Context: an optimization exercise on an open-source flow, tuned for small area. The choices shown serve that exercise and are no tape-out recipe. At most, simulation tests tie the RTL to the original design; equivalence was not proved. Function not checked in runs 2 to 6: the RTL went through the layout flow alone. No activity file was given, so power comes from the tool's default toggle rates.

==> flow/design.v <==
`default_nettype none
package rv_exec_pkg;
  localparam int NUM_REGS     = 32;
  localparam int XLEN_DEFAULT = 32;
  localparam logic [4:0] REG_X0 = 5'd0;
  localparam logic [4:0] OP_LUI   = 5'd0;
  localparam logic [4:0] OP_AUIPC = 5'd1;
  localparam logic [4:0] OP_ADDI  = 5'd2;
  localparam logic [4:0] OP_SLTI  = 5'd3;
  localparam logic [4:0] OP_SLTIU = 5'd4;
  localparam logic [4:0] OP_XORI  = 5'd5;
  localparam logic [4:0] OP_ORI   = 5'd6;
  localparam logic [4:0] OP_ANDI  = 5'd7;
  localparam logic [4:0] OP_SLLI  = 5'd8;
  localparam logic [4:0] OP_SRLI  = 5'd9;
  localparam logic [4:0] OP_SRAI  = 5'd10;
  localparam logic [4:0] OP_ADD   = 5'd11;
  localparam logic [4:0] OP_SUB   = 5'd12;
  localparam logic [4:0] OP_SLL   = 5'd13;
  localparam logic [4:0] OP_SLT   = 5'd14;
  localparam logic [4:0] OP_SLTU  = 5'd15;
  localparam logic [4:0] OP_XOR   = 5'd16;
  localparam logic [4:0] OP_SRL   = 5'd17;
  localparam logic [4:0] OP_SRA   = 5'd18;
  localparam logic [4:0] OP_OR    = 5'd19;
  localparam logic [4:0] OP_AND   = 5'd20;
endpackage
`default_nettype wire
`default_nettype none
import rv_exec_pkg::*;
module rv_exec_top
#(
  parameter int XLEN = XLEN_DEFAULT
) (
  input  logic            in_clk,
  input  logic            in_rst,
  input  logic            instr_valid_i,
  output logic                 instr_ready_o,
  input  logic [4:0]        op_i,
  input  logic [4:0]      rd_i,
  input  logic [4:0]      rs1_i,
  input  logic [4:0]      rs2_i,
  input  logic [XLEN-1:0] imm_i,
  input  logic [XLEN-1:0] pc_i,
  output logic                 res_valid_o,
  input  logic            res_ready_i,
  output logic [4:0]           res_rd_o,
  output logic [XLEN-1:0]      res_data_o
);
  logic [4:0] t;
  logic       last;
  always_ff @(posedge in_clk or negedge in_rst) begin
    if (!in_rst) t <= '0;
    else         t <= t + 5'd1;
  end
  assign last = (t == 5'd31);
  logic clr_done;    
  logic s_p1;
  logic s_p2;
  logic s_wb;
  logic c;           
  logic is_lui, is_auipc, uses_rs2, is_sub, is_slt, is_sltu;
  logic is_xor, is_or, is_and, is_sll, is_srl, is_sra;
  logic two_pass, inv_b;
  always_comb begin
    is_lui   = 1'b0; is_auipc = 1'b0; uses_rs2 = 1'b0; is_sub  = 1'b0;
    is_slt   = 1'b0; is_sltu  = 1'b0; is_xor   = 1'b0; is_or   = 1'b0;
    is_and   = 1'b0; is_sll   = 1'b0; is_srl   = 1'b0; is_sra  = 1'b0;
    case (op_i)
      OP_LUI:   is_lui   = 1'b1;
      OP_AUIPC: is_auipc = 1'b1;
      OP_SLTI:  is_slt   = 1'b1;
      OP_SLTIU: is_sltu  = 1'b1;
      OP_XORI:  is_xor   = 1'b1;
      OP_ORI:   is_or    = 1'b1;
      OP_ANDI:  is_and   = 1'b1;
      OP_SLLI:  is_sll   = 1'b1;
      OP_SRLI:  is_srl   = 1'b1;
      OP_SRAI:  is_sra   = 1'b1;
      OP_ADD:   uses_rs2 = 1'b1;
      OP_SUB:   begin uses_rs2 = 1'b1; is_sub  = 1'b1; end
      OP_SLL:   begin uses_rs2 = 1'b1; is_sll  = 1'b1; end
      OP_SLT:   begin uses_rs2 = 1'b1; is_slt  = 1'b1; end
      OP_SLTU:  begin uses_rs2 = 1'b1; is_sltu = 1'b1; end
      OP_XOR:   begin uses_rs2 = 1'b1; is_xor  = 1'b1; end
      OP_SRL:   begin uses_rs2 = 1'b1; is_srl  = 1'b1; end
      OP_SRA:   begin uses_rs2 = 1'b1; is_sra  = 1'b1; end
      OP_OR:    begin uses_rs2 = 1'b1; is_or   = 1'b1; end
      OP_AND:   begin uses_rs2 = 1'b1; is_and  = 1'b1; end
      default:  ;
    endcase
  end
  assign two_pass = is_slt | is_sltu | is_sll | is_srl | is_sra;
  assign inv_b    = is_sub | is_slt | is_sltu;
  logic [31:0] taps;       
  logic [4:0]  wb_rd;
  logic        wbit;
  logic [31:0] out_q;
  assign taps[0] = 1'b0;
  assign wbit    = clr_done & out_q[t];
  for (genvar r = 1; r < 32; r++) begin : g_reg
    logic [31:0] ring;
    logic        wen;
    assign wen     = !clr_done || (s_wb && wb_rd == 5'(r));
    assign taps[r] = ring[0];
    always_ff @(posedge in_clk) begin
      ring <= {wen ? wbit : ring[0], ring[31:1]};
    end
  end
  logic a_bit, b_bit, bx, cin, sum, cout, lt;
  assign a_bit = is_auipc ? pc_i[t] : (!is_lui & taps[rs1_i]);
  assign b_bit = uses_rs2 ? taps[rs2_i] : imm_i[t];
  assign bx    = b_bit ^ inv_b;
  assign cin   = (t == 5'd0) ? inv_b : c;
  assign sum   = a_bit ^ bx ^ cin;
  assign cout  = (a_bit & bx) | (a_bit & cin) | (bx & cin);
  assign lt    = (is_slt && (a_bit != b_bit)) ? a_bit : !cout;
  logic [4:0] sh;
  logic       p1_bit, p2_bit, p2_shift, shift, in_bit;
  assign sh = wb_rd;    
  always_comb begin
    if (is_xor)                p1_bit = a_bit ^ b_bit;
    else if (is_or)            p1_bit = a_bit | b_bit;
    else if (is_and)           p1_bit = a_bit & b_bit;
    else if (is_srl | is_sra)  p1_bit = a_bit;
    else if (is_sll)           p1_bit = 1'b0;
    else                       p1_bit = sum;
  end
  always_comb begin
    if (is_sll) begin
      p2_shift = (t <= ~sh);
      p2_bit   = a_bit;
    end else if (is_srl | is_sra) begin
      p2_shift = (t < sh);
      p2_bit   = is_sra & out_q[31];
    end else begin
      p2_shift = 1'b1;
      p2_bit   = (t == 5'd0) & c;
    end
  end
  assign shift  = s_p1 | (s_p2 & p2_shift);
  assign in_bit = s_p1 ? p1_bit : p2_bit;
  always_ff @(posedge in_clk) begin
    if (shift) out_q <= {in_bit, out_q[31:1]};
  end
  always_ff @(posedge in_clk) begin
    if (s_p1) c <= last ? lt : cout;
  end
  logic accept, start;
  assign instr_ready_o = last & ((s_p1 & !two_pass) | s_p2);
  assign accept        = instr_valid_i & instr_ready_o;
  assign start         = last & !s_p1 & !s_p2 & instr_valid_i &
                         (!res_valid_o | res_ready_i);
  always_ff @(posedge in_clk) begin
    if (accept)                  wb_rd <= rd_i;
    else if (s_p1 && t < 5'd5)   wb_rd <= {b_bit, wb_rd[4:1]};
  end
  always_ff @(posedge in_clk or negedge in_rst) begin
    if (!in_rst) begin
      clr_done    <= 1'b0;
      s_p1        <= 1'b0;
      s_p2        <= 1'b0;
      s_wb        <= 1'b0;
      res_valid_o <= 1'b0;
    end else begin
      if (accept)           res_valid_o <= 1'b1;
      else if (res_ready_i) res_valid_o <= 1'b0;
      if (last) begin
        clr_done <= 1'b1;
        s_p1     <= start;
        s_p2     <= s_p1 & two_pass & instr_valid_i;
        s_wb     <= accept;
      end
    end
  end
  assign res_rd_o   = wb_rd;
  assign res_data_o = out_q;
endmodule
`default_nettype wire
==> flow/run.sh <==
#!/bin/bash
# synth_recipe.tcl (not shown) runs the flow's synth.tcl, then flattens the netlist and writes it again
# the make line also repeats each setting of config.mk as NAME=value (left out here)
make -C /OpenROAD-flow-scripts/flow DESIGN_CONFIG=/design/flow/config.mk WORK_HOME=/design/flow/orfs CLKGATE_MAP_FILE= SYNTH_SCRIPT=/design/flow/synth_recipe.tcl finish
==> flow/config.mk <==
export PLATFORM = sky130hd
export DESIGN_NAME = rv_exec_top
export DESIGN_NICKNAME = rv_exec_top
export VERILOG_FILES = /design/flow/design.v
export SDC_FILE = /design/flow/constraint.sdc
export NUM_CORES = 4
export LEC_CHECK = 0
export CAP_MARGIN = 20
export CORE_MARGIN = 2
export CORE_UTILIZATION = 40
export SLEW_MARGIN = 20
==> flow/constraint.sdc <==
create_clock -name core_clock -period 10.0 [get_ports {in_clk}]
set_input_delay 2.0000 -clock core_clock [delete_from_list [all_inputs] [get_ports {in_clk}]]
set_output_delay 2.0000 -clock core_clock [all_outputs]
set_load 0.01 [all_outputs]
==> results.txt, run 1 <==
* Status: no timing/DRC/antenna violations
* WP data required at roughly 8000 ps
* Final Cycle Share at 0.693
* Top post-synthesis cells by area: dfxtp_1, edfxtp_1, mux4_2
* Starting density of the core at 0.403
* Post-CTS Setup Inserts at 0
* First-pass GRT wire length at 57.8 mm
* H-tree levels at 3
* Vias at between 10k and 15k
* Detailed-route DRC error count at 0
* Die area at 62,600 um^2
* Ys async rst share at 0.00962
* CTS Hold Bufs at 0
* ANT nets after route at 0
* Post-Syn Area per Cell at 16.8 um^2
* Synth warnings at 1
* Relative slew slack at 0.273
* Area Overhead vs Synth at 20.9%
* Clock sink total at 1,040
* Worst clock skew at 23.4 ps
* FF+latch count, synth at 1,040
* RSZ-0062 raised after global routing: false
* CP arrival at 4930 ps
* Most common cell after layout, fill and taps aside: dfxtp_1
* LEAKAGE at 11.5 nW
* Grt met2 use at 0.176
* Max Buffers Root-to-Sink at 3
* Final hold violations at 0
* CTS root buf: clkbuf_16
* Clock latency (worst-skew pair) at about 630 ps
* DRT Pass-1 Iters at 5
* Synth Flop Type: dfxtp_1
* CP max FO at 17
* Max Cap Viol at 0
* Cts repair resizes at 0
* Largest net degree at the start of global routing at 37
* # fillers at 5,100
* Area share of the largest cell type after synthesis at 0.819
* Die height at 250 um
* Pwr dens at 260 nW/um^2
* Global router's overall resource usage at 0.119
* Placed cells at 2,320
* Fin. max-slew vios at 0
* Remaining Overflow, GRT at 0
* Worst slew pin tran at around 1100 ps
* Final Util at 0.487
* Post-synth EDFFs at 38
* Die W at 250 um
* Clock transition at path regs at ~60 ps
* Yosys top cell by area: dfxtp_1
* Met1 usage at 0.162
* Syn_nets at roughly 1.5k
* Final Critical Period at 6930 ps
* Area taken by multi-input logic gates at 2760 um^2
* Post-synthesis instance area at 24,200 um^2
* CTS buffer count at 89
* Startpoint class of the critical path: input pin
* Post-synth cell types at 65
* Routability Congestion at about 0.83
* Initial antenna violation count at 5
* Avg WL per Cell at 14.7 um
* TNS Setup at 0 ps
* Port Buf Inserts at 126
* Grt met3 use at 0.0405
* Max VDD drop at 158 uV
* Commonest cells after routing, fill and taps aside: dfxtp_1, clkdlybuf4s50_1, clkbuf_16
* Crit Path Class: in2out
* # diodes at 0
* Vias in the first global route at 10.7k
* Initial drt markers at roughly 650
* Post-DR vias/cell at 4.30
* Ports at 127
* Fmax achieved at 144 MHz
* Area after DPL at 26,300 um^2
* CP Capture Type: primary output
* FF+latch area at 21,300 um^2
* Worst min path class: reg2reg
* Fin area at 29,300 um^2
* Core Box Area at approximately 60,000 um^2
* Fin cells at between 2k and 2.5k
* Setup violators final at 0
* Post-DP HPWL at about 23 mm
* Site row count at 90
* Fin nets at 1,733
* WL final at 36.4 mm
* Sequential share of the synthesized area at 0.877
* CTS tree: yes
* Most Crowded Layer GR: met2
* Share of cells above drive strength 1 at 0.112
* Post-Synthesis Cells at 1,440
==> cell families (layout without fill, tap and decap cells) <==
family                     after synthesis  in the layout  synth area share
DFF                                   1040           1040             0.877
and+or+nand+nor                        162            162            0.0319
AOI/OAI and AO/OA                       96             96            0.0259
muxes                                   72             72            0.0459
buffers and inverters                   50            311           0.00965
adders and majority gates               16             16           0.00857
xor gates and xnor gates                 4              4           0.00145
==> layout make-up <==
type,instances,share of cell area
Sequential cell,1040,0.725
Multi-Input combinational cell,350,0.0941
Clock buffer,123,0.0872
Timing Repair Buffer,127,0.0433
Tap cell,782,0.0334
Clock inverter,40,0.0142
Inverter,21,0.00269
==> metrics by stage <==
step	worst slack, ps	hold WS, ps	total power, W
4_1_cts	3080	296	0.00773
6_report	3070	306	0.00763
2_1_floorplan	4640	310	0.00433
3_3_place_gp	3050	310	0.00439
3_5_place_dp	2880	312	0.00439
5_1_grt	2920	305	0.00790
==> sequential cells by signal (all words and copies together) (netlist names), 5 cells and up <==
register,cells
g.ring,992
out_q,32
t,5
wb_rd,5
==> power breakdown <==
part / switching (W) / internal (W) / total, W
clock: 0.00146 / 0.00187 / 0.00333
combinational: 0.0000489 / 0.0000634 / 0.000112
sequential: 0.00000584 / 0.00418 / 0.00418
total: 0.00152 / 0.00611 / 0.00763
==> path summary, 6_finish.rpt <==
kind                                             end  slack, ps                      start  cells past startpoint
setup reg to reg                 out_q[31]$_DFFE_PP_       5010             t[0]$_DFF_PN0_                     15
hold / removal             g_reg[9].ring[27]$_DFF_P_        310  g_reg[9].ring[28]$_DFF_P_                      0
setup / recovery                       instr_ready_o       3070                    op_i[0]                      8
max in group asynchronous             t[0]$_DFF_PN0_       7830                     in_rst                      1
hold reg to reg            g_reg[9].ring[27]$_DFF_P_        310  g_reg[9].ring[28]$_DFF_P_                      0
min in group asynchronous    res_valid_o$_DFFE_PN0P_       1760                     in_rst                      1
==> cells in the mapped netlist, types with 2 or more instances <==
library cell,number
nor4b_1,2
a2111oi_0,4
nand4b_1,2
a22oi_1,3
or2_2,2
mux2i_1,33
buf_8,2
a221oi_1,4
nand3b_1,4
dfrtp_1,10
buf_2,7
o21ai_0,40
nand2b_1,5
a21oi_1,11
nor2_1,24
a22o_1,3
a31oi_1,3
nand3_1,41
nor2b_1,10
edfxtp_1,38
o21ai_1,3
clkbuf_1,14
xnor2_1,3
ha_1,15
a211oi_1,2
mux4_1,7
and2_1,2
nor3_1,9
mux4_2,21
a221o_1,2
inv_1,21
o21bai_1,2
clkbuf_2,3
nand2_1,54
o32ai_1,2
nand4_1,2
a311oi_1,2
dfxtp_1,992
mux2_2,10
==> critical path, cell delays in order <==
cell	delay, ps
clkdlybuf4s50_1	860
nor2b_1	300
mux2i_1	140
a221oi_1	350
a2bb2oi_1	370
a21oi_1	160
nor2_1	120
clkdlybuf4s50_1	620
==> layer usage <==
| metal | share of wire | vias up |
|---|---|---|
| met5 | 0.00066 | - |
| met2 | 0.43 | 296 |
| met3 | 0.068 | 69 |
| li1 | - | 5165 |
| met4 | 0.022 | 4 |
| met1 | 0.48 | 5136 |
==> inputs of run 2 (changes only) <==
--- a/flow/design.v
+++ b/flow/design.v
@@ -98,5 +98,5 @@
   logic [31:0] out_q;
   assign taps[0] = 1'b0;
-  assign wbit    = clr_done & out_q[t];
+  assign wbit    = clr_done & out_q[0];
   for (genvar r = 1; r < 32; r++) begin : g_reg
     logic [31:0] ring;
@@ -139,6 +139,6 @@
     end
   end
-  assign shift  = s_p1 | (s_p2 & p2_shift);
-  assign in_bit = s_p1 ? p1_bit : p2_bit;
+  assign shift  = s_p1 | s_wb | (s_p2 & p2_shift);
+  assign in_bit = s_p1 ? p1_bit : (s_wb ? out_q[0] : p2_bit);
   always_ff @(posedge in_clk) begin
     if (shift) out_q <= {in_bit, out_q[31:1]};
@@ -150,5 +150,5 @@
   assign instr_ready_o = last & ((s_p1 & !two_pass) | s_p2);
   assign accept        = instr_valid_i & instr_ready_o;
-  assign start         = last & !s_p1 & !s_p2 & instr_valid_i &
+  assign start         = last & !s_p1 & !s_p2 & !s_wb & instr_valid_i &
                          (!res_valid_o | res_ready_i);
   always_ff @(posedge in_clk) begin
@@ -164,5 +164,5 @@
       res_valid_o <= 1'b0;
     end else begin
-      if (accept)           res_valid_o <= 1'b1;
+      if (last && s_wb)     res_valid_o <= 1'b1;
       else if (res_ready_i) res_valid_o <= 1'b0;
       if (last) begin
--- a/flow/config.mk
+++ b/flow/config.mk
@@ -9,3 +9,4 @@
 export CORE_MARGIN = 2
 export CORE_UTILIZATION = 40
+export CTS_BUF_LIST = sky130_fd_sc_hd__clkbuf_2
 export SLEW_MARGIN = 20
==> results.txt, run 2 <==
* Status: no timing/DRC/antenna violations
* Biggest register: g.ring
* Synth warnings at 1 (unchanged)
* FF+latch count, synth at 1,040 (unchanged)
* Fin cells at 2,716 (+9.4%)
* First-pass GRT wire length at 58.3 mm (+0.78%)
* Max Cap Viol at 0 (unchanged)
* Port Buf Inserts at 126 (unchanged)
* Most common cell after layout, fill and taps aside: dfxtp_1
* Pwr dens at 239 nW/um^2 (-8.1%)
* Routability Congestion at 0.806 (-3.3%)
* Final Cycle Share at 0.638 (-0.0556)
* Vias in the first global route at 11.5k (+7.9%)
* Reg2reg path depth at 14 (-1)
* Commonest cells after routing, fill and taps aside: dfxtp_1, clkbuf_2, clkdlybuf4s50_1
* Reg2reg end: out_q[31]$_DFFE_PP_
* Max Buffers Root-to-Sink at 3 (unchanged)
* CTS Hold Bufs at 0 (unchanged)
* CP Capture Type: primary output
* Initial drt markers at 385 (-41%)
* Post-synth cell types at 61 (-6.2%)
* Area taken by multi-input logic gates at 2720 um^2 (-1.5%)
* Post-Syn Area per Cell at 16.8 um^2 (-0.29%)
* Crit. path cell count at 7 (-1)
* Cts repair resizes at 0 (unchanged)
* Cells along the critical path: clkdlybuf4s50_1 -> nor3b_1 -> o21ai_0 -> a21o_1 -> a31o_2 -> and2_1 -> clkdlybuf4s50_1
* Core Box Area at 60,100 um^2 (unchanged)
* Startpoint class of the critical path: input pin
* Ys async rst share at 0.00962 (unchanged)
* Setup slack, reg-to-reg at 5670 ps (+660 ps)
* TNS Setup at 0 ps (unchanged)
* CP arrival at 4380 ps (-550 ps)
* Relative slew slack at 0.362 (+0.0895)
* Post-DP HPWL at 22.1 mm (-3.6%)
* Fin nets at 1,864 (+7.6%)
* Worst slew pin tran at 950 ps (-142 ps)
* Buf/Inv on CP at 2 (unchanged)
* Post-Synthesis Cells at 1,442 (+0.14%)
* Sequential share of the synthesized area at 0.878 (+0.00136)
* Remaining Overflow, GRT at 0 (unchanged)
* Initial antenna violation count at 7 (+2)
* CTS buffer count at 222 (+150%)
* LEAKAGE at 11.7 nW (+1.5%)
* Crit path to: instr_ready_o
* Largest net degree at the start of global routing at 34 (-8.1%)
* Worst clock skew at 71.5 ps (+48.1 ps)
* Fin. max-slew vios at 0 (unchanged)
* Setup violators final at 0 (unchanged)
* Die area at 62,500 um^2 (-0.15%)
* Final Critical Period at 6380 ps (-556 ps)
* Final hold violations at 0 (unchanged)
* H-tree levels at 4 (+1)
* CP max FO at 19 (+2)
* CTS tree: yes
* Biggest regs: g.ring x992, out_q x32
* Overall Power at 0.00679 W (-11%)
* Avg WL per Cell at 13.4 um (-8.6%)
* Fmax achieved at 157 MHz (+8.7%)
* # fillers at 5,287 (+3.7%)
* ANT nets after route at 0 (unchanged)
* RSZ-0062 raised after global routing: false
* Yosys top cell by area: dfxtp_1
* Synth top cells by count: dfxtp_1, nand2_1, mux2i_1, edfxtp_1, nor2_1
* CTS root buf: clkbuf_2
* Share of cells above drive strength 1 at 0.202 (+0.0900)
* Synth Flop Type: dfxtp_1
* Crit Path Class: in2out
* Die height at 250 um (about the same)
* Worst min path class: reg2reg
* Max FFs per register at 992 (unchanged)
* Area share of the largest cell type after synthesis at 0.820 (+0.00127)
* FF+latch area at 21,300 um^2 (about the same)
* CP most frequent cell: clkdlybuf4s50_1
* Vias at 11.2k (+4.6%)
* Clock latency (worst-skew pair) at 1270 ps (+640 ps)
* Largest stage delay on the critical path at 880 ps (+20 ps)
* Syn_nets at 1,546 (+0.13%)
* Die W at 250 um (about the same)
* WP data required at 8000 ps (about the same)
* Area Overhead vs Synth at 17.2%
* WL final at 36.4 mm (about the same)
* Setup crit start: op_i[1]
* Placed cells at 2,317 (-0.13%)
* Hold path depth at 0 (unchanged)
* WHS at 275 ps (-31.8 ps)
* Clock sink total at 1,040 (unchanged)
* Worst R2R Start: t[0]$_DFF_PN0_
* Post-synth EDFFs at 38 (unchanged)
* Crit-path slowest cell: clkdlybuf4s50_1
* Post-DR vias/cell at 4.11 (-4.4%)
* Global router's overall resource usage at 0.120 (+0.000997)
* Site row count at 90 (unchanged)
* Top post-synthesis cells by area: dfxtp_1, edfxtp_1, mux2i_1
* DRT Pass-1 Iters at 4 (-1)
* Clock transition at path regs at 110 ps (+50 ps)
* Ports at 127 (unchanged)
* Post-CTS Setup Inserts at 0 (unchanged)
* Post-synthesis instance area at 24,200 um^2 (-0.15%)
* Final Util at 0.472 (-0.0155)
* Max VDD drop at 96.5 uV (-39%)
* Hold Crit Start: g_reg[29].ring[25]$_DFF_P_
* Detailed-route DRC error count at 0 (unchanged)
* CP delay by family, top: buffers and inverters
* Starting density of the core at 0.403 (-0.000624)
* Most frequent cell after synthesis: dfxtp_1
[run 2: cells by family (layout without fill, tap and decap cells)]
| group | count (synthesis) | in the layout | synth area share |
|---|---|---|---|
| muxes | 70 | 70 | 0.0401 |
| other | 0 | 5 | 0 |
| and+or+nand+nor | 157 | 157 | 0.0323 |
| adders and majority gates | 16 | 16 | 0.00858 |
| AOI/OAI and AO/OA | 100 | 100 | 0.0291 |
| xor gates and xnor gates | 6 | 6 | 0.00217 |
| DFF | 1040 | 1040 | 0.878 |
| buffers and inverters | 53 | 540 | 0.00987 |
[run 2: layout make-up]
cell class                 instances  area share
clock inverter                    63      0.0144
tap                              782      0.0345
antenna                            5    0.000441
timing repair buffer             129      0.0455
clock buffer                     330      0.0582
inverter                          18     0.00238
multi-input combinational        349      0.0957
sequential                      1040       0.749
[run 2: through the flow]
stage,setup slack [ps],cell area [um^2]
floorplan,4920,24200
global placement,3570,26300
detailed placement,3590,26300
CTS,3580,28300
global route,3490,28400
finish,3620,28400
[run 2: worst min path at each step]
stage	endpoint	slack, ps
2_1_floorplan	g_reg[10].ring[0]$_DFF_P_	310
3_3_place_gp	g_reg[6].ring[1]$_DFF_P_	310
3_5_place_dp	g_reg[11].ring[26]$_DFF_P_	310
4_1_cts	g_reg[29].ring[19]$_DFF_P_	250
5_1_grt	g_reg[29].ring[19]$_DFF_P_	230
6_report	g_reg[29].ring[24]$_DFF_P_	270
[run 2: power by group]
part,leakage [nW],internal (W),switching (W)
clock,1.56,0.000995,0.00145
sequential,8.48,0.00419,0.0000136
combinational,1.67,0.0000774,0.0000579
[run 2: metal layers]
metal,track usage,vias to the layer above,part of all wire
li1,-,5532,-
met1,0.150,5268,0.48
met2,0.172,285,0.43
met3,0.0519,67,0.070
met4,0.0688,10,0.023
met5,0,-,0.0019
==> inputs of run 3 (changes only) <==
--- a/flow/config.mk
+++ b/flow/config.mk
@@ -9,4 +9,6 @@
 export CORE_MARGIN = 2
 export CORE_UTILIZATION = 40
-export CTS_BUF_LIST = sky130_fd_sc_hd__clkbuf_2
+export CTS_BUF_LIST = sky130_fd_sc_hd__clkbuf_16
+export CTS_CLUSTER_DIAMETER = 60
+export CTS_CLUSTER_SIZE = 30
 export SLEW_MARGIN = 20
==> results.txt, run 3 <==
* Status: no timing/DRC/antenna violations
* Synth top cells by count: dfxtp_1, nand2_1, mux2i_1, edfxtp_1, nor2_1
* Post-Synthesis Cells at 1,442 (unchanged)
* Commonest cells after routing, fill and taps aside: dfxtp_1, clkdlybuf4s50_1, nand2_1
* Worst min path class: reg2reg
* CTS root buf: clkbuf_16
* Port Buf Inserts at 126 (unchanged)
* Sequential Power Share at 0.644 (+0.025)
* Post-synth EDFFs at 38 (unchanged)
* Remaining Overflow, GRT at 0 (unchanged)
* Vias in the first global route at 9,832 (-15%)
* Ports at 127 (unchanged)
* Max Buffers Root-to-Sink at 3 (unchanged)
* Routability Congestion at 0.806 (unchanged)
* Site row count at 90 (unchanged)
* RSZ-0062 raised after global routing: false
* FF+latch count, synth at 1,040 (unchanged)
* Die W at 250 um (unchanged)
* Post-synth cell types at 61 (unchanged)
* H-tree levels at 2 (-2)
* WP data required at 8000 ps (about the same)
* CP arrival at 4430 ps (+50 ps)
* Clock latency (worst-skew pair) at 590 ps (-680 ps)
* Cts repair resizes at 0 (unchanged)
* Area Overhead vs Synth at 14.9%
* Max VDD drop at 137 uV (+42%)
* Worst clock skew at 25.4 ps (-46.2 ps)
* Setup violators final at 0 (unchanged)
* Post-synthesis instance area at 24,200 um^2 (unchanged)
* Post-DR vias/cell at 4.19 (+1.8%)
* Synth Flop Type: dfxtp_1
* Share of cells above drive strength 1 at 0.0617 (-0.140)
* Yosys top cell by area: dfxtp_1
* Final hold violations at 0 (unchanged)
* Most frequent cell after synthesis: dfxtp_1
* Die area at 62,500 um^2 (unchanged)
* Crit Path Class: in2out
* Switching Share at 0.202 (-0.0222)
* Pwr dens at 235 nW/um^2 (-1.9%)
* Largest net degree at the start of global routing at 34 (unchanged)
* CP max FO at 19 (unchanged)
* Final Critical Period at 6430 ps (+48.2 ps)
* LEAKAGE at 10.9 nW (-7.2%)
* Comb pwr share at 0.021 (about the same)
* Detailed-route DRC error count at 0 (unchanged)
* Core Box Area at 60,100 um^2 (unchanged)
* Post-DP HPWL at 22.1 mm (unchanged)
* Post-Syn Area per Cell at 16.8 um^2 (unchanged)
* Fin. max-slew vios at 0 (unchanged)
* Startpoint class of the critical path: input pin
* Top post-synthesis cells by area: dfxtp_1, edfxtp_1, mux2i_1
* Most common cell after layout, fill and taps aside: dfxtp_1
* Clock sink total at 1,040 (unchanged)
* Worst slew pin tran at 970 ps (+20.9 ps)
* Synth warnings at 1 (unchanged)
* Fin nets at 1,689 (-9.4%)
* Sequential share of the synthesized area at 0.878 (unchanged)
* Clk pwr share at 0.335 (-0.026)
* CTS Hold Bufs at 0 (unchanged)
* Max FFs per register at 992 (unchanged)
* Vias at 9,995 (-10%)
* First-pass GRT wire length at 54.0 mm (-7.3%)
* ANT nets after route at 0 (unchanged)
* Initial drt markers at 472 (+23%)
* Biggest register: g.ring
* Avg WL per Cell at 14.4 um (+7.4%)
* Starting density of the core at 0.403 (unchanged)
* WL final at 34.4 mm (-5.6%)
* CP Capture Type: primary output
* Ys async rst share at 0.00962 (unchanged)
* Fmax achieved at 156 MHz (-0.75%)
* CTS tree: yes
* Net Sw Power at 0.00132 W (-13%)
* TNS Setup at 0 ps (unchanged)
* Biggest regs: g.ring x992, out_q x32
* Die height at 250 um (unchanged)
* Post-CTS Setup Inserts at 0 (unchanged)
* Max Cap Viol at 0 (unchanged)
* DRT Pass-1 Iters at 4 (unchanged)
* Clock transition at path regs at 100 ps (about the same)
* Overall Power at 0.00653 W (-3.9%)
* Initial antenna violation count at 3 (-4)
* Internal at 0.00521 W (-1.1%)
* Relative slew slack at 0.348 (-0.0140)
* CTS buffer count at 47 (-79%)
* Final Cycle Share at 0.643 (+0.00482)
* Syn_nets at 1,546 (unchanged)
* Global router's overall resource usage at 0.110 (-0.0101)
* # fillers at 5,176 (-2.1%)
* Area share of the largest cell type after synthesis at 0.820 (unchanged)
-- run 3: cell types whose count changed in the layout (fill, tap and decap cells not counted), sizes merged --
cell | previous run | this run
bufinv | 4 | 0
diode | 5 | 2
clkinv | 51 | 12
clkinvlp | 3 | 1
inv | 23 | 24
clkbuf | 330 | 49
-- run 3: kinds of logic after synthesis --
| group | share of synthesized area |
|---|---|
| flip-flops | 0.878 |
| buffers and inverters | 0.00987 |
| XOR/XNOR | 0.00217 |
| multiplexers | 0.0401 |
| AND/OR/NAND/NOR | 0.0323 |
| AO/OA/AOI/OAI | 0.0291 |
| adder cells (fa/ha/maj) | 0.00858 |
-- run 3: worst max-delay path, cell delays in order --
cell and delay, ps:
clkdlybuf4s50_1 920, nor3b_1 250, o21ai_0 120, a21o_1 230
a31o_2 240, and2_1 170, clkdlybuf4s50_1 480
-- run 3: metal layers --
layer / share of wire / global-route usage / vias up / wire length [um]
met5: 0.00099 / 0 / - / 34
li1: - / - / 4965 / -
met2: 0.41 / 0.162 / 219 / 14000
met4: 0.029 / 0.0361 / 6 / 996
met1: 0.50 / 0.154 / 4736 / 17200
met3: 0.062 / 0.0337 / 69 / 2150
-- run 3: power groups by stage --
stage | Combinational (W) | Sequential [W] | Clock, W
after floorplan | 0.0000501 | 0.00430 | 0
after global placement | 0.000133 | 0.00430 | 0
after detailed placement | 0.000133 | 0.00430 | 0
after CTS | 0.000133 | 0.00421 | 0.00228
after global routing | 0.000145 | 0.00421 | 0.00242
final | 0.000135 | 0.00420 | 0.00219
-- run 3: cell type report --
| class | count | area (um^2) | area share |
|---|---|---|---|
| inverters | 18 | 67.6 | 0.00243 |
| multi-input cells | 349 | 2720 | 0.0977 |
| well taps | 782 | 978 | 0.0352 |
| flip-flops and latches | 1040 | 21300 | 0.764 |
| clock inverters | 19 | 273 | 0.00981 |
| repair buffers | 129 | 1290 | 0.0464 |
| clock buffers | 49 | 1230 | 0.0441 |
| diodes | 2 | 5.00 | 0.000180 |
-- run 3: per-stage QoR --
stage | setup slack (ps) | area, um^2 | std cells | hold WS [ps] | util
final | 3570 | 27800 | 2388 | 304 | 0.462
after global routing | 3490 | 27800 | 2386 | 311 | 0.462
after CTS | 3580 | 27800 | 2385 | 305 | 0.462
after detailed placement | 3590 | 26300 | 2317 | 312 | 0.437
after global placement | 3570 | 26300 | 2317 | 310 | 0.437
after floorplan | 4920 | 24200 | 1442 | 310 | -
-- run 3: path summary, 6_finish.rpt --
| kind | slack [ps] | depth (start not counted) | end | from |
|---|---|---|---|---|
| min in group asynchronous | 1760 | 1 | t[1]$_DFF_PN0_ | in_rst |
| hold / removal | 300 | 0 | g_reg[27].ring[19]$_DFF_P_ | g_reg[27].ring[20]$_DFF_P_ |
| setup reg to reg | 5670 | 14 | out_q[31]$_DFFE_PP_ | t[0]$_DFF_PN0_ |
| setup / recovery | 3570 | 7 | instr_ready_o | op_i[1] |
| hold reg to reg | 300 | 0 | g_reg[27].ring[19]$_DFF_P_ | g_reg[27].ring[20]$_DFF_P_ |
| max in group asynchronous | 7840 | 1 | clr_done$_DFFE_PN0N_ | in_rst |
==> inputs of run 4 (changes only) <==
--- a/flow/config.mk
+++ b/flow/config.mk
@@ -10,5 +10,5 @@
 export CORE_UTILIZATION = 40
 export CTS_BUF_LIST = sky130_fd_sc_hd__clkbuf_16
-export CTS_CLUSTER_DIAMETER = 60
-export CTS_CLUSTER_SIZE = 30
+export CTS_CLUSTER_DIAMETER = 70
+export CTS_CLUSTER_SIZE = 36
 export SLEW_MARGIN = 20
==> results.txt, run 4 <==
* Final Cycle Share at 0.641 (-0.00124)
* Relative slew slack at 0.364 (+0.0157)
* Avg WL per Cell at 14.3 um (-0.42%)
* Biggest register: g.ring
* DRT Pass-1 Iters at 4 (unchanged)
* Worst slew pin tran at 947 ps (-23.4 ps)
* Vias in the first global route at 9,732 (-1.0%)
* Post-Synthesis Cells at 1,442 (unchanged)
* Initial drt markers at 469 (-0.64%)
* Global router's overall resource usage at 0.109 (-0.000852)
* Routability Congestion at 0.806 (unchanged)
* Die area at 62,500 um^2 (unchanged)
* Fin. max-slew vios at 0 (unchanged)
* Post-DR vias/cell at 4.21 (+0.47%)
* Post-synthesis instance area at 24,200 um^2 (unchanged)
* Clock sink total at 1,040 (unchanged)
* Initial antenna violation count at 3 (unchanged)
* ANT nets after route at 0 (unchanged)
* Post-synth cell types at 61 (unchanged)
* Ys async rst share at 0.00962 (unchanged)
* Most frequent cell after synthesis: dfxtp_1
* Max Cap Viol at 0 (unchanged)
* RSZ-0062 raised after global routing: false
* WL final at 34.1 mm (-0.76%)
* TNS Setup at 0 ps (unchanged)
* Final setup margin at 3590 ps (+12.4 ps)
* Cells along the critical path: clkdlybuf4s50_1 -> nor3b_1 -> o21ai_0 -> a21o_1 -> a31o_2 -> and2_1 -> clkdlybuf4s50_1
* Area share of the largest cell type after synthesis at 0.820 (unchanged)
* Syn_nets at 1,546 (unchanged)
* CTS buffer count at 41 (-13%)
* Fin cells at 2,380 (-0.34%)
* Commonest cells after routing, fill and taps aside: dfxtp_1, clkdlybuf4s50_1, nand2_1
* Die height at 250 um (unchanged)
* Pwr dens at 232 nW/um^2 (-1.3%)
* Worst clock skew at 34.9 ps (+9.58 ps)
* Worst min path class: reg2reg
* CP arrival at 4410 ps (-20 ps)
* WHS at 290 ps (-13.2 ps)
* Setup violators final at 0 (unchanged)
* WP data required at 8000 ps (about the same)
* Ports at 127 (unchanged)
* CTS tree: yes
* Die W at 250 um (unchanged)
* Top post-synthesis cells by area: dfxtp_1, edfxtp_1, mux2i_1
* Clock transition at path regs at 120 ps (+20 ps)
* Core Box Area at 60,100 um^2 (unchanged)
* Final hold violations at 0 (unchanged)
* Synth top cells by count: dfxtp_1, nand2_1, mux2i_1, edfxtp_1, nor2_1
* Clock latency (worst-skew pair) at 570 ps (-20 ps)
* Max VDD drop at 150 uV (+9.7%)
* CP delay by family, top: buffers and inverters
* Fin nets at 1,683 (-0.36%)
* CP max FO at 19 (unchanged)
* Remaining Overflow, GRT at 0 (unchanged)
* Largest stage delay on the critical path at 900 ps (-20 ps)
* Status: no timing/DRC/antenna violations
* Detailed-route DRC error count at 0 (unchanged)
* Fmax achieved at 156 MHz (+0.19%)
* Crit Path Class: in2out
* Post-DP HPWL at 22.1 mm (unchanged)
* Synth warnings at 1 (unchanged)
* Final Critical Period at 6410 ps (-12.4 ps)
* Max Buffers Root-to-Sink at 3 (unchanged)
* First-pass GRT wire length at 53.9 mm (-0.23%)
* Crit-path slowest cell: clkdlybuf4s50_1
* Sequential share of the synthesized area at 0.878 (unchanged)
* # fillers at 5,190 (+0.27%)
* Share of cells above drive strength 1 at 0.0564 (-0.00529)
* CP Capture Type: primary output
* Starting density of the core at 0.403 (unchanged)
* Buf/Inv on CP at 2 (unchanged)
* CTS Hold Bufs at 0 (unchanged)
* Site row count at 90 (unchanged)
* Area Overhead vs Synth at 14.4%
* Max FFs per register at 992 (unchanged)
* CTS root buf: clkbuf_16
* Startpoint class of the critical path: input pin
* Placement Setup Slack at 3590 ps (unchanged)
* H-tree levels at 2 (unchanged)
* Vias at 10.0k (+0.13%)
* Post-Syn Area per Cell at 16.8 um^2 (unchanged)
* Placed cells at 2,317 (unchanged)
* Largest net degree at the start of global routing at 38 (+12%)
* CP most frequent cell: clkdlybuf4s50_1
* Final Util at 0.460 (-0.00198)
* Port Buf Inserts at 126 (unchanged)
* Yosys top cell by area: dfxtp_1
* Cts repair resizes at 0 (unchanged)
* Post-synth EDFFs at 38 (unchanged)
* Synth Flop Type: dfxtp_1
* FF+latch count, synth at 1,040 (unchanged)
* Post-CTS Setup Inserts at 0 (unchanged)
* Biggest regs: g.ring x992, out_q x32
* Most common cell after layout, fill and taps aside: dfxtp_1
* LEAKAGE at 10.8 nW (-0.53%)
[run 4: cell counts after synthesis]
No cell type changed its count.
[run 4: cell families after synthesis]
| family | after synthesis | synth area share |
|---|---|---|
| buffers and inverters | 53 | 0.00987 |
| DFF | 1040 | 0.878 |
| AOI/OAI and AO/OA | 100 | 0.0291 |
| and+or+nand+nor | 157 | 0.0323 |
| muxes | 70 | 0.0401 |
| adders and majority gates | 16 | 0.00858 |
| xor gates and xnor gates | 6 | 0.00217 |
[run 4: worst paths after layout]
kind                                                start  depth (start not counted)  slack (ps)                        end
min in group asynchronous                          in_rst                          1        1800             t[1]$_DFF_PN0_
worst min-delay path            g_reg[6].ring[21]$_DFF_P_                          0         290  g_reg[6].ring[20]$_DFF_P_
worst min register to register  g_reg[6].ring[21]$_DFF_P_                          0         290  g_reg[6].ring[20]$_DFF_P_
worst max register to register             t[0]$_DFF_PN0_                         14        5680        out_q[31]$_DFFE_PP_
worst max-delay path                              op_i[1]                          7        3590              instr_ready_o
max in group asynchronous                          in_rst                          1        7790       clr_done$_DFFE_PN0N_
[run 4: metrics by stage]
stage / total power [W] / cell area, um^2
global route: 0.00666 / 27700
detailed placement: 0.00444 / 26300
CTS: 0.00650 / 27700
finish: 0.00642 / 27700
floorplan: 0.00435 / 24200
global placement: 0.00444 / 26300
[run 4: power by group]
group	leakage [nW]	internal [W]	switching, W
Clock	0.664	0.000840	0.00124
Combinational	1.67	0.0000774	0.0000579
Sequential	8.48	0.00419	0.0000136
Total	10.8	0.00511	0.00131
[run 4: layout make-up]
class	count	area [um^2]	area share
Tap cell	782	978	0.0353
Timing Repair Buffer	129	1290	0.0466
Multi-Input combinational cell	349	2720	0.0981
Sequential cell	1040	21300	0.767
Clock buffer	41	1030	0.0371
Antenna cell	3	7.51	0.000271
Inverter	18	67.6	0.00244
Clock inverter	18	352	0.0127
[run 4: layer usage]
| layer | up-vias | GRT usage | part of all wire |
|---|---|---|---|
| met5 | - | 0 | 0.0012 |
| met4 | 6 | 0.0342 | 0.023 |
| met3 | 61 | 0.0271 | 0.057 |
| met2 | 199 | 0.164 | 0.41 |
| met1 | 4784 | 0.155 | 0.51 |
| li1 | 4958 | - | - |
==> inputs of run 5 (changes only) <==
--- a/flow/config.mk
+++ b/flow/config.mk
@@ -9,6 +9,6 @@
 export CORE_MARGIN = 2
 export CORE_UTILIZATION = 40
-export CTS_BUF_LIST = sky130_fd_sc_hd__clkbuf_16
-export CTS_CLUSTER_DIAMETER = 70
-export CTS_CLUSTER_SIZE = 36
+export CTS_BUF_LIST = sky130_fd_sc_hd__clkbuf_8
+export CTS_CLUSTER_DIAMETER = 50
+export CTS_CLUSTER_SIZE = 18
 export SLEW_MARGIN = 20
==> results.txt, run 5 <==
* Post-synth EDFFs at 38 (unchanged)
* Clock sink total at 1,040 (unchanged)
* Global router's overall resource usage at 0.112 (+0.00327)
* Post-DR vias/cell at 4.22 (+0.26%)
* Final setup margin at 3580 ps (-5.81 ps)
* Remaining Overflow, GRT at 0 (unchanged)
* Internal at 0.00510 W (-0.25%)
* First-pass GRT wire length at 55.0 mm (+2.0%)
* WHS at 310 ps (+19.2 ps)
* Max Cap Viol at 0 (unchanged)
* Biggest regs: g.ring x992, out_q x32
* CP Capture Type: primary output
* CTS Hold Bufs at 0 (unchanged)
* Comb pwr share at 0.021 (about the same)
* Setup violators final at 0 (unchanged)
* Max VDD drop at 111 uV (-26%)
* Post-Synthesis Cells at 1,442 (unchanged)
* Starting density of the core at 0.403 (unchanged)
* Clock latency (worst-skew pair) at 640 ps (+70 ps)
* Max FFs per register at 992 (unchanged)
* Avg WL per Cell at 14.3 um (-0.41%)
* H-tree levels at 3 (+1)
* Initial antenna violation count at 3 (unchanged)
* Synth top cells by count: dfxtp_1, nand2_1, mux2i_1, edfxtp_1, nor2_1
* CP arrival at 4420 ps (about the same)
* Worst min path class: reg2reg
* ANT nets after route at 0 (unchanged)
* Status: no timing/DRC/antenna violations
* Detailed-route DRC error count at 0 (unchanged)
* Area share of the largest cell type after synthesis at 0.820 (unchanged)
* Vias at 10.3k (+2.5%)
* Biggest register: g.ring
* FF+latch count, synth at 1,040 (unchanged)
* Sequential share of the synthesized area at 0.878 (unchanged)
* LEAKAGE at 10.9 nW (+0.99%)
* Ys async rst share at 0.00962 (unchanged)
* Crit Path Class: in2out
* Largest net degree at the start of global routing at 34 (-11%)
* Net Sw Power at 0.00132 W (+0.97%)
* Final Cycle Share at 0.642 (about the same)
* Post-CTS Setup Inserts at 0 (unchanged)
* Top post-synthesis cells by area: dfxtp_1, edfxtp_1, mux2i_1
* Vias in the first global route at 10.1k (+4.1%)
* CTS buffer count at 77 (+88%)
* Cts repair resizes at 0 (unchanged)
* TNS Setup at 0 ps (unchanged)
* Placed cells at 2,317 (unchanged)
* Post-synthesis instance area at 24,200 um^2 (unchanged)
* Synth Flop Type: dfxtp_1
* # fillers at 5,180 (-0.19%)
* Syn_nets at 1,546 (unchanged)
* Relative slew slack at 0.351 (-0.0128)
* Share of cells above drive strength 1 at 0.0866 (+0.0301)
* CP max FO at 19 (unchanged)
* Switching Share at 0.206 (+0.00197)
* Final hold violations at 0 (unchanged)
* CTS root buf: clkbuf_8
* Ports at 127 (unchanged)
* Yosys top cell by area: dfxtp_1
* Worst slew pin tran at 966 ps (+19.0 ps)
* Clock transition at path regs at 100 ps (-20 ps)
* Sequential Power Share at 0.655 (about the same)
* Site row count at 90 (unchanged)
* Routability Congestion at 0.806 (unchanged)
* Port Buf Inserts at 126 (unchanged)
* Synth warnings at 1 (unchanged)
* CTS tree: yes
* Placement Setup Slack at 3590 ps (unchanged)
* Most frequent cell after synthesis: dfxtp_1
* Most common cell after layout, fill and taps aside: dfxtp_1
* Pwr dens at 231 nW/um^2 (-0.20%)
* # diodes at 0 (-3)
* Core Box Area at 60,100 um^2 (unchanged)
* Post-synth cell types at 61 (unchanged)
* Die area at 62,500 um^2 (unchanged)
* Max Buffers Root-to-Sink at 3 (unchanged)
* Area Overhead vs Synth at 14.6%
* Die height at 250 um (unchanged)
* Final Critical Period at 6420 ps (+5.81 ps)
* Fin. max-slew vios at 0 (unchanged)
* Fin cells at 2,434 (+2.3%)
* Die W at 250 um (unchanged)
* Overall Power at 0.00642 W (about the same)
* DRT Pass-1 Iters at 5 (+1)
* Post-Syn Area per Cell at 16.8 um^2 (unchanged)
* Initial drt markers at 399 (-15%)
* Post-DP HPWL at 22.1 mm (unchanged)
* Worst clock skew at 21.3 ps (-13.6 ps)
* Clk pwr share at 0.324 (about the same)
* Fmax achieved at 156 MHz (about the same)
* RSZ-0062 raised after global routing: false
* Commonest cells after routing, fill and taps aside: dfxtp_1, clkdlybuf4s50_1, clkbuf_8
* WP data required at 8000 ps (about the same)
* WL final at 34.8 mm (+1.9%)
* Fin nets at 1,719 (+2.1%)
* Startpoint class of the critical path: input pin
-- run 5: cell type report --
| type | count | area [um^2] | area share |
|---|---|---|---|
| Inverter | 18 | 67.6 | 0.00244 |
| Timing Repair Buffer | 129 | 1290 | 0.0465 |
| Tap cell | 782 | 978 | 0.0353 |
| Clock inverter | 33 | 297 | 0.0107 |
| Sequential cell | 1040 | 21300 | 0.766 |
| Clock buffer | 83 | 1140 | 0.0412 |
| Multi-Input combinational cell | 349 | 2720 | 0.0979 |
-- run 5: path summary, 6_finish.rpt --
check | from | to | slack (ps) | depth (start not counted)
max | op_i[1] | instr_ready_o | 3580 | 7
min | g_reg[27].ring[20]$_DFF_P_ | g_reg[27].ring[19]$_DFF_P_ | 310 | 0
max reg2reg | t[0]$_DFF_PN0_ | out_q[31]$_DFFE_PP_ | 5670 | 14
min reg2reg | g_reg[27].ring[20]$_DFF_P_ | g_reg[27].ring[19]$_DFF_P_ | 310 | 0
max in group asynchronous | in_rst | clr_done$_DFFE_PN0N_ | 7850 | 1
min in group asynchronous | in_rst | t[0]$_DFF_PN0_ | 1730 | 1
-- run 5: cell families after synthesis --
| kind of cell | after synthesis | synth area share |
|---|---|---|
| fa+ha+maj | 16 | 0.00858 |
| xor+xnor | 6 | 0.00217 |
| flops | 1040 | 0.878 |
| buf+inv | 53 | 0.00987 |
| compound gates | 100 | 0.0291 |
| simple gates | 157 | 0.0323 |
| mux | 70 | 0.0401 |
-- run 5: per-stage QoR --
stage,instance area [um^2],util
floorplan,24200,-
global placement,26300,0.437
detailed placement,26300,0.437
CTS,27700,0.461
global route,27700,0.461
finish,27700,0.461
-- run 5: layer usage --
layer	global-route usage	wire length, um
met1	0.154	17200
met2	0.166	14500
met3	0.0367	2210
met4	0.0405	833
met5	0	34
-- run 5: power by group through the flow --
stage | combinational, W | sequential, W | clock (W)
2_1_floorplan | 0.0000501 | 0.00430 | 0
3_3_place_gp | 0.000133 | 0.00430 | 0
3_5_place_dp | 0.000133 | 0.00430 | 0
4_1_cts | 0.000133 | 0.00421 | 0.00218
5_1_grt | 0.000145 | 0.00421 | 0.00233
6_report | 0.000135 | 0.00420 | 0.00208
-- run 5: worst max-delay path, stage by stage --
cell and delay, ps:
clkdlybuf4s50_1 920, nor3b_1 250, o21ai_0 120, a21o_1 230
a31o_2 240, and2_1 170, clkdlybuf4s50_1 480
==> inputs of run 6 (changes only) <==
==> flow/flow/run.sh (new file) <==
#!/bin/bash
# The standard layout (the standard.sh, standard synthesis unchanged) with two changes:
#  - each port gets a sky130_fd_sc_hd__buf_1 buffer instead of the default buffer cell;
#  - clock tree synthesis with larger sink clusters and no dummy loads.
# make's output goes to standard.log; ORFS keeps each tool's full log under orfs/logs/.
set -euo pipefail
export BUFFER_PORTS_ARGS="-buffer_cell sky130_fd_sc_hd__buf_1"
export CTS_ARGS="-sink_clustering_enable -repair_clock_nets -dont_use_dummy_load -buf_list sky130_fd_sc_hd__clkbuf_16 -sink_clustering_size 30 -sink_clustering_max_diameter 60"
bash standard.sh > standard.log 2>&1
==> flow/standard.sh (new file) <==
#!/bin/bash
# synth_recipe.tcl (not shown) runs the flow's synth.tcl, then flattens the netlist and writes it again
# the make line also repeats each setting of config.mk as NAME=value (left out here)
make -C /OpenROAD-flow-scripts/flow DESIGN_CONFIG=/design/flow/config.mk WORK_HOME=/design/flow/orfs CLKGATE_MAP_FILE= SYNTH_SCRIPT=/design/flow/synth_recipe.tcl "${@:-finish}"
--- a/flow/config.mk
+++ b/flow/config.mk
@@ -9,6 +9,3 @@
 export CORE_MARGIN = 2
 export CORE_UTILIZATION = 40
-export CTS_BUF_LIST = sky130_fd_sc_hd__clkbuf_8
-export CTS_CLUSTER_DIAMETER = 50
-export CTS_CLUSTER_SIZE = 18
 export SLEW_MARGIN = 20
removed: flow/run.sh
==> results.txt, run 6 <==
* Site row count at 90 (unchanged)
* Post-Syn Area per Cell at 16.8 um^2 (unchanged)
* Port Buf Inserts at 126 (unchanged)
* Die area at 62,500 um^2 (unchanged)
* Ports at 127 (unchanged)
* Remaining Overflow, GRT at 0 (unchanged)
* Most frequent cell after synthesis: dfxtp_1
* Setup violators final at 0 (unchanged)
* Largest net degree at the start of global routing at 34 (unchanged)
* Die height at 250 um (unchanged)
* WL final at 34.4 mm (-1.1%)
* Share of cells above drive strength 1 at 0.0518 (-0.0348)
* Initial antenna violation count at 3 (unchanged)
* LEAKAGE at 10.4 nW (-4.9%)
* Worst slew pin tran at 947 ps (-18.9 ps)
* Comb pwr share at 0.015 (-0.006)
* Final hold violations at 0 (unchanged)
* Cts repair resizes at 0 (unchanged)
* Yosys top cell by area: dfxtp_1
* CTS Hold Bufs at 0 (unchanged)
* Detailed-route DRC error count at 0 (unchanged)
* Setup slack, reg-to-reg at 5770 ps (+100 ps)
* Worst min path class: reg2reg
* # diodes at 0 (unchanged)
* Vias in the first global route at 9,564 (-5.6%)
* Pwr dens at 234 nW/um^2 (+1.2%)
* Internal at 0.00507 W (-0.53%)
* Post-synth cell types at 61 (unchanged)
* Post-synth EDFFs at 38 (unchanged)
* Relative slew slack at 0.360 (+0.00864)
* Die W at 250 um (unchanged)
* Starting density of the core at 0.403 (unchanged)
* Synth top cells by count: dfxtp_1, nand2_1, mux2i_1, edfxtp_1, nor2_1
* Clock sink total at 1,040 (unchanged)
* Final Critical Period at 5760 ps (-656 ps)
* Initial drt markers at 541 (+36%)
* Largest stage delay on the critical path at 620 ps (-300 ps)
* RSZ-0062 raised after global routing: false
* Status: no timing/DRC/antenna violations
* TNS Setup at 0 ps (unchanged)
* Avg WL per Cell at 14.5 um (+1.8%)
* Worst clock skew at 64.2 ps (+42.8 ps)
* Switching Share at 0.189 (-0.0171)
* Placed cells at 2,317 (unchanged)
* Area share of the largest cell type after synthesis at 0.820 (unchanged)
* Synth Area in XOR/XNOR at 0.00217 (unchanged)
* DRT Pass-1 Iters at 4 (-1)
* WHS Endpoint: g_reg[2].ring[21]$_DFF_P_
* Net Sw Power at 0.00118 W (-11%)
* Crit-path slowest cell: buf_1
* Fmax achieved at 174 MHz (+11%)
* Worst R2R Start: t[0]$_DFF_PN0_
* Clock transition at path regs at 100 ps (about the same)
* Mux share of post-synthesis cell area at 0.0401 (unchanged)
* WP data required at 8000 ps (about the same)
* Post-synthesis instance area at 24,200 um^2 (unchanged)
* Post-Synth Adder-Cell Area at 0.00858 (unchanged)
* Clock latency (worst-skew pair) at 600 ps (-40 ps)
* Area Overhead vs Synth at 10.3%
* CP most frequent cell: buf_1
* Clk pwr share at 0.312 (-0.012)
* Core Box Area at 60,100 um^2 (unchanged)
* Fin nets at 1,689 (-1.7%)
* Post-DP HPWL at 22.5 mm (+1.6%)
* Biggest register: g.ring
* Cells along the critical path: buf_1 -> nor3b_1 -> o21ai_0 -> a21o_1 -> a31o_2 -> and2_1 -> buf_1
* Vias at 9,986 (-2.7%)
* ANT nets after route at 0 (unchanged)
* Post-DR vias/cell at 4.22 (+0.15%)
* Hold path depth at 0 (unchanged)
* CTS root buf: clkbuf_16
* Startpoint class of the critical path: input pin
* Hold Crit Start: g_reg[2].ring[22]$_DFF_P_
* Max VDD drop at 140 uV (+27%)
* CP Capture Type: primary output
* CP max FO at 19 (unchanged)
* Synth warnings at 1 (unchanged)
* Sequential share of the synthesized area at 0.878 (unchanged)
* Reg2reg end: out_q[31]$_DFFE_PP_
* Syn_nets at 1,546 (unchanged)
* Post-CTS Setup Inserts at 0 (unchanged)
* Top post-synthesis cells by area: dfxtp_1, edfxtp_1, mux2i_1
* H-tree levels at 2 (-1)
* CTS buffer count at 47 (-39%)
* Most common cell after layout, fill and taps aside: dfxtp_1
* WHS at 258 ps (-51.5 ps)
* Compound-Gate Fraction of Synth Area at 0.0291 (unchanged)
* Global router's overall resource usage at 0.110 (-0.00177)
* Ys async rst share at 0.00962 (unchanged)
* Commonest cells after routing, fill and taps aside: dfxtp_1, buf_1, nand2_1
* Post-Synthesis Cells at 1,442 (unchanged)
* First-pass GRT wire length at 53.9 mm (-2.0%)
* Sequential Power Share at 0.673 (+0.018)
* Max FFs per register at 992 (unchanged)
* Final Cycle Share at 0.576 (-0.0656)
* CP arrival at 3760 ps (-660 ps)
* Crit Path Class: in2out
* Max Buffers Root-to-Sink at 3 (unchanged)
* Routability Congestion at 0.813 (+0.87%)
* Simple-Gate Fraction of Synth Area at 0.0323 (unchanged)
* FF+latch count, synth at 1,040 (unchanged)
* Max Cap Viol at 0 (unchanged)
* Reg2reg path depth at 14 (unchanged)
* Largest family of logic cells by synthesized area: multiplexers
* Fin cells at 2,365 (-2.8%)
* Synth Flop Type: dfxtp_1
* Fin. max-slew vios at 0 (unchanged)
* Biggest regs: g.ring x992, out_q x32
* CTS tree: yes
## run 6: cell counts after synthesis
No cell type changed its count.
## run 6: per-layer routing
layer / vias up / wire length (um) / GRT usage
met5: - / 21 / 0
met4: 4 / 975 / 0.0417
met3: 77 / 1890 / 0.0270
met2: 229 / 14300 / 0.165
met1: 4719 / 17200 / 0.156
li1: 4957 / - / -
## run 6: cell families (layout without fill, tap and decap cells)
family          after synthesis  count (layout)
compound gates              100             100
xor+xnor                      6               6
fa+ha+maj                    16              16
buf+inv                      53             194
flops                      1040            1040
mux                          70              70
simple gates                157             157
## run 6: power groups by stage
| stage | clock, W | combinational, W | sequential (W) |
|---|---|---|---|
| 3_5_place_dp | 0 | 0.0000918 | 0.00430 |
| 5_1_grt | 0.00218 | 0.000105 | 0.00421 |
| 3_3_place_gp | 0 | 0.0000919 | 0.00430 |
| 4_1_cts | 0.00203 | 0.0000921 | 0.00421 |
| 6_report | 0.00195 | 0.0000944 | 0.00420 |
| 2_1_floorplan | 0 | 0.0000501 | 0.00430 |
## run 6: final cells by class
class,instances,area (um^2)
Multi-Input combinational cell,349,2720
Fill cell,5288,33400
Clock buffer,47,1180
Inverter,18,67.6
Timing Repair Buffer,129,503
Tap cell,782,978
Sequential cell,1040,21300
## run 6: through the flow
stage	worst slack (ps)	util	instance area (um^2)	power (W)
after floorplan	4920	-	24200	0.00435
after global placement	4230	0.424	25500	0.00439
after detailed placement	4180	0.424	25500	0.00440
after CTS	4240	0.444	26700	0.00633
after global routing	4110	0.444	26700	0.00649
final	4240	0.444	26700	0.00625
## run 6: worst max path at each step
stage	startpoint	end	slack (ps)	cells after the start
after floorplan	rs2_i[1]	out_q[31]$_DFFE_PP_	4920	14
after global placement	rs1_i[1]	out_q[31]$_DFFE_PP_	4230	13
after detailed placement	rs1_i[1]	out_q[31]$_DFFE_PP_	4180	13
after CTS	op_i[1]	instr_ready_o	4240	7
after global routing	op_i[1]	instr_ready_o	4110	7
final	op_i[1]	instr_ready_o	4240	7
## run 6: critical path: cells and delay by family
| family | cells | cell delay, ps |
|---|---|---|
| AND/OR/NAND/NOR | 2 | 410 |
| AO/OA/AOI/OAI | 3 | 600 |
| buffers and inverters | 2 | 750 |
==> inputs of run 7 (changes only) <==
--- a/flow/design.v
+++ b/flow/design.v
@@ -62,5 +62,5 @@
   logic is_lui, is_auipc, uses_rs2, is_sub, is_slt, is_sltu;
   logic is_xor, is_or, is_and, is_sll, is_srl, is_sra;
-  logic two_pass, inv_b;
+  logic two_pass, inv_b, is_shift;
   always_comb begin
     is_lui   = 1'b0; is_auipc = 1'b0; uses_rs2 = 1'b0; is_sub  = 1'b0;
@@ -91,5 +91,6 @@
     endcase
   end
-  assign two_pass = is_slt | is_sltu | is_sll | is_srl | is_sra;
+  assign is_shift = is_sll | is_srl | is_sra;
+  assign two_pass = is_slt | is_sltu | is_shift;
   assign inv_b    = is_sub | is_slt | is_sltu;
   logic [31:0] taps;       
@@ -117,5 +118,5 @@
   assign lt    = (is_slt && (a_bit != b_bit)) ? a_bit : !cout;
   logic [4:0] sh;
-  logic       p1_bit, p2_bit, p2_shift, shift, in_bit;
+  logic       p1_bit, p2_bit, p2_shift, shift, in_bit, sh_hit;
   assign sh = wb_rd;    
   always_comb begin
@@ -127,10 +128,11 @@
     else                       p1_bit = sum;
   end
+  assign sh_hit = (t == sh);
   always_comb begin
     if (is_sll) begin
-      p2_shift = (t <= ~sh);
+      p2_shift = c;
       p2_bit   = a_bit;
     end else if (is_srl | is_sra) begin
-      p2_shift = (t < sh);
+      p2_shift = c & !sh_hit;
       p2_bit   = is_sra & out_q[31];
     end else begin
@@ -145,5 +147,6 @@
   end
   always_ff @(posedge in_clk) begin
-    if (s_p1) c <= last ? lt : cout;
+    if (s_p1)                c <= last ? (is_shift | lt) : cout;
+    else if (s_p2 & is_shift) c <= c & !sh_hit;
   end
   logic accept, start;
@@ -154,5 +157,5 @@
   always_ff @(posedge in_clk) begin
     if (accept)                  wb_rd <= rd_i;
-    else if (s_p1 && t < 5'd5)   wb_rd <= {b_bit, wb_rd[4:1]};
+    else if (s_p1 && t < 5'd5)   wb_rd <= {b_bit ^ is_sll, wb_rd[4:1]};
   end
   always_ff @(posedge in_clk or negedge in_rst) begin
--- a/flow/flow/run.sh
+++ b/flow/flow/run.sh
@@ -6,4 +6,4 @@
 set -euo pipefail
 export BUFFER_PORTS_ARGS="-buffer_cell sky130_fd_sc_hd__buf_1"
-export CTS_ARGS="-sink_clustering_enable -repair_clock_nets -dont_use_dummy_load -buf_list sky130_fd_sc_hd__clkbuf_16 -sink_clustering_size 30 -sink_clustering_max_diameter 60"
+export CTS_ARGS="-sink_clustering_enable -repair_clock_nets -dont_use_dummy_load -buf_list sky130_fd_sc_hd__clkbuf_16 -sink_clustering_size 40 -sink_clustering_max_diameter 60"
 bash standard.sh > standard.log 2>&1
==> results.txt, run 7 <==
* Status: no timing/DRC/antenna violations
* CP delay by family, top: buffers and inverters
* CTS buffer count at 44 (-6.4%)
* Setup violators final at 0 (unchanged)
* # fillers at 5,169 (-2.3%)
* Most common cell after layout, fill and taps aside: dfxtp_1
* Ports at 127 (unchanged)
* Cts repair resizes at 0 (unchanged)
* Worst min path class: reg2reg
* Buf/Inv on CP at 2 (unchanged)
* RSZ-0062 raised after global routing: false
* Final Critical Period at 5780 ps (+17.7 ps)
* Reg2reg path depth at 15 (+1)
* Commonest cells after routing, fill and taps aside: dfxtp_1, buf_1, nand2_1
* Worst clock skew at 71.8 ps (+7.64 ps)
* Max Buffers Root-to-Sink at 3 (unchanged)
* Startpoint class of the critical path: input pin
* Area after DPL at 25,400 um^2 (-0.34%)
* Sequential share of the synthesized area at 0.882 (+0.00429)
* Reg2reg end: out_q[31]$_DFFE_PP_
* Largest net degree at the start of global routing at 41 (+21%)
* Final Cycle Share at 0.578 (+0.00177)
* Global router's overall resource usage at 0.109 (-0.00177)
* Clock latency (worst-skew pair) at 600 ps (about the same)
* Yosys top cell by area: dfxtp_1
* Initial drt markers at 410 (-24%)
* Core Box Area at 59,200 um^2 (-1.5%)
* DRT Pass-1 Iters at 5 (+1)
* Site row count at 89 (-1.1%)
* Relative slew slack at 0.326 (-0.0337)
* H-tree levels at 2 (unchanged)
* Starting density of the core at 0.407 (+0.00407)
* Max Cap Viol at 0 (unchanged)
* Post-synthesis instance area at 24,100 um^2 (-0.49%)
* First-pass GRT wire length at 53.3 mm (-1.2%)
* Clock transition at path regs at 120 ps (+20 ps)
* Routability Congestion at 0.779 (-4.2%)
* Fin. max-slew vios at 0 (unchanged)
* WHS Endpoint: g_reg[29].ring[21]$_DFF_P_
* Biggest regs: g.ring x992, out_q x32
* Post-Syn Area per Cell at 16.8 um^2 (+0.21%)
* FF+latch area at 21,300 um^2 (unchanged)
* Fmax achieved at 173 MHz (-0.31%)
* Final hold violations at 0 (unchanged)
* Initial antenna violation count at 1 (-2)
* Fin area at 26,500 um^2 (-0.60%)
* Detailed-route DRC error count at 0 (unchanged)
* Cells along the critical path: buf_1 -> xnor2_1 -> or3_1 -> and3_1 -> a21oi_1 -> nor2b_1 -> buf_1
* CP Capture Type: primary output
* Placement Setup Slack at 3910 ps (-269 ps)
* Remaining Overflow, GRT at 0 (unchanged)
* Hold path depth at 0 (unchanged)
* Setup slack, reg-to-reg at 5420 ps (-350 ps)
* Die area at 62,200 um^2 (-0.48%)
* ANT nets after route at 0 (unchanged)
* Vias at 9,929 (-0.57%)
* Final setup margin at 4220 ps (-17.7 ps)
* Vias in the first global route at 9,700 (+1.4%)
* LEAKAGE at 10.2 nW (-1.5%)
* Post-synth cell types at 56 (-8.2%)
* Worst R2R Start: t[0]$_DFF_PN0_
* Clock sink total at 1,040 (unchanged)
* Synth top cells by count: dfxtp_1, nand2_1, edfxtp_1, clkbuf_1
* CP max FO at 18 (-1)
* Port Buf Inserts at 126 (unchanged)
* Synth Flop Type: dfxtp_1
* Crit-path slowest cell: buf_1
* Top post-synthesis cells by area: dfxtp_1, edfxtp_1, mux4_2
* Biggest register: g.ring
* Crit Path Class: in2out
* WL final at 33.8 mm (-1.8%)
* Avg WL per Cell at 14.4 um (-1.0%)
* CTS Hold Bufs at 0 (unchanged)
* Area share of the largest cell type after synthesis at 0.824 (+0.00401)
* Max FFs per register at 992 (unchanged)
* WP data required at 8000 ps (about the same)
* CTS root buf: clkbuf_16
* Ys async rst share at 0.00962 (unchanged)
* Area taken by multi-input logic gates at 2660 um^2 (-2.1%)
* Crit. path cell count at 7 (unchanged)
* CTS tree: yes
* Die height at 249 um (-0.24%)
* Worst slew pin tran at 1010 ps (+59.2 ps)
* Post-synth EDFFs at 38 (unchanged)
* Pwr dens at 235 nW/um^2 (+0.19%)
* Synth warnings at 1 (unchanged)
* CP arrival at 3780 ps (+20 ps)
* Die W at 249 um (-0.24%)
* Fin nets at 1,666 (-1.4%)
* Post-DR vias/cell at 4.23 (+0.19%)
* FF+latch count, synth at 1,040 (unchanged)
* Share of cells above drive strength 1 at 0.0522 (+0.000429)
* Most frequent cell after synthesis: dfxtp_1
* CP most frequent cell: buf_1
* Post-DP HPWL at 21.7 mm (-3.4%)
* Post-CTS Setup Inserts at 0 (unchanged)
* Post-Synthesis Cells at 1,432 (-0.69%)
* Hold Crit Start: g_reg[29].ring[22]$_DFF_P_
* TNS Setup at 0 ps (unchanged)
* Syn_nets at 1,526 (-1.3%)
* Area Overhead vs Synth at 10.1%
* Max VDD drop at 126 uV (-10%)
* Largest stage delay on the critical path at 630 ps (about the same)
## run 7: cell count changes after synthesis, sizes merged, moves of 6 or more
cell | previous run | this run
buf | 15 | 8
nand2 | 50 | 56
ha | 15 | 5
mux4 | 20 | 26
nand3 | 18 | 25
mux2i | 41 | 26
clkbuf | 20 | 29
inv | 18 | 9
## run 7: power by group
group | total [W] | internal (W) | switching, W
Clock | 0.00189 | 0.000791 | 0.00110
Sequential | 0.00423 | 0.00421 | 0.0000176
Combinational | 0.000103 | 0.0000384 | 0.0000649
Total | 0.00622 | 0.00504 | 0.00119
## run 7: cell families (layout without fill, tap and decap cells)
logic type / after synthesis / in the layout / synth area share
flops: 1040 / 1040 / 0.882
other cells: 0 / 4 / 0
fa+ha+maj: 6 / 6 / 0.00343
simple gates: 178 / 178 / 0.0370
xor+xnor: 10 / 10 / 0.00364
compound gates: 90 / 90 / 0.0252
mux: 62 / 62 / 0.0407
buf+inv: 46 / 184 / 0.00774
## run 7: worst max-delay path by stage
stage               slack, ps                   to     from
finish                   4220        instr_ready_o  op_i[0]
global route             4040        instr_ready_o  op_i[0]
CTS                      4220        instr_ready_o  op_i[0]
detailed placement       3910  out_q[31]$_DFFE_PP_  op_i[1]
global placement         3820  out_q[31]$_DFFE_PP_  op_i[1]
floorplan                4890        instr_ready_o  op_i[0]
## run 7: cell type report
type | instances | share of cell area
sequential | 1040 | 0.801
multi-input combinational | 346 | 0.100
clock buffer | 44 | 0.0415
tap | 773 | 0.0365
timing repair buffer | 131 | 0.0192
inverter | 9 | 0.00127
antenna | 4 | 0.000377
## run 7: per-layer routing
layer	track usage	vias up	wire, um
li1	-	4931	-
met1	0.151	4701	17000
met2	0.165	229	14100
met3	0.0272	66	1770
met4	0.0389	2	953
met5	0	-	16
## run 7: metrics by stage
step	cells	hold slack, ps	power, W	utilization
6_report	2347	239	0.00622	0.448
3_5_place_dp	2299	312	0.00442	0.429
2_1_floorplan	1432	310	0.00437	-
3_3_place_gp	2299	310	0.00442	0.429
5_1_grt	2343	242	0.00647	0.448
4_1_cts	2343	239	0.00631	0.448

-- static timing again, ports no longer ideal --
The results above use ideal ports. As a check the final layouts listed here were re-extracted and re-timed, cells and wires unchanged.
Step 1: set_driving_cell puts a clkbuf_16 on in_clk and a buf_2 on each other input, an assumption about the parent block.
Step 2 adds t to the input delays and takes it off the output delays; t is the mean of the earliest and latest rising clock arrival at the registers after step 1. Input paths then give back, and output paths get back, about the clock's delay inside the block.
Three values: ideal ports, drivers, drivers and shift; two values: the first two.
run	shift t [ns]	setup slack, ns	worst data-port slew with drivers (ns)	cell pins on the clock port's net
run 1	0.675	3.066 / 3.039 / 2.884	0.10	1
run 2	1.289	3.622 / 3.588 / 3.588	0.11	1
run 3	0.643	3.574 / 3.539 / 3.539	0.11	1
run 4	0.615	3.587 / 3.551 / 3.551	0.11	1
run 5	0.686	3.581 / 3.543 / 3.543	0.12	1
run 6	0.621	4.237 / 4.202 / 4.088	0.11	1
run 7	0.617	4.220 / 4.187 / 4.080	0.10	1
After both steps setup and hold are still met in every run listed. The setup slack of run 1, which loses most, moves by -0.027 ns with the drivers and by -0.182 ns with both steps.
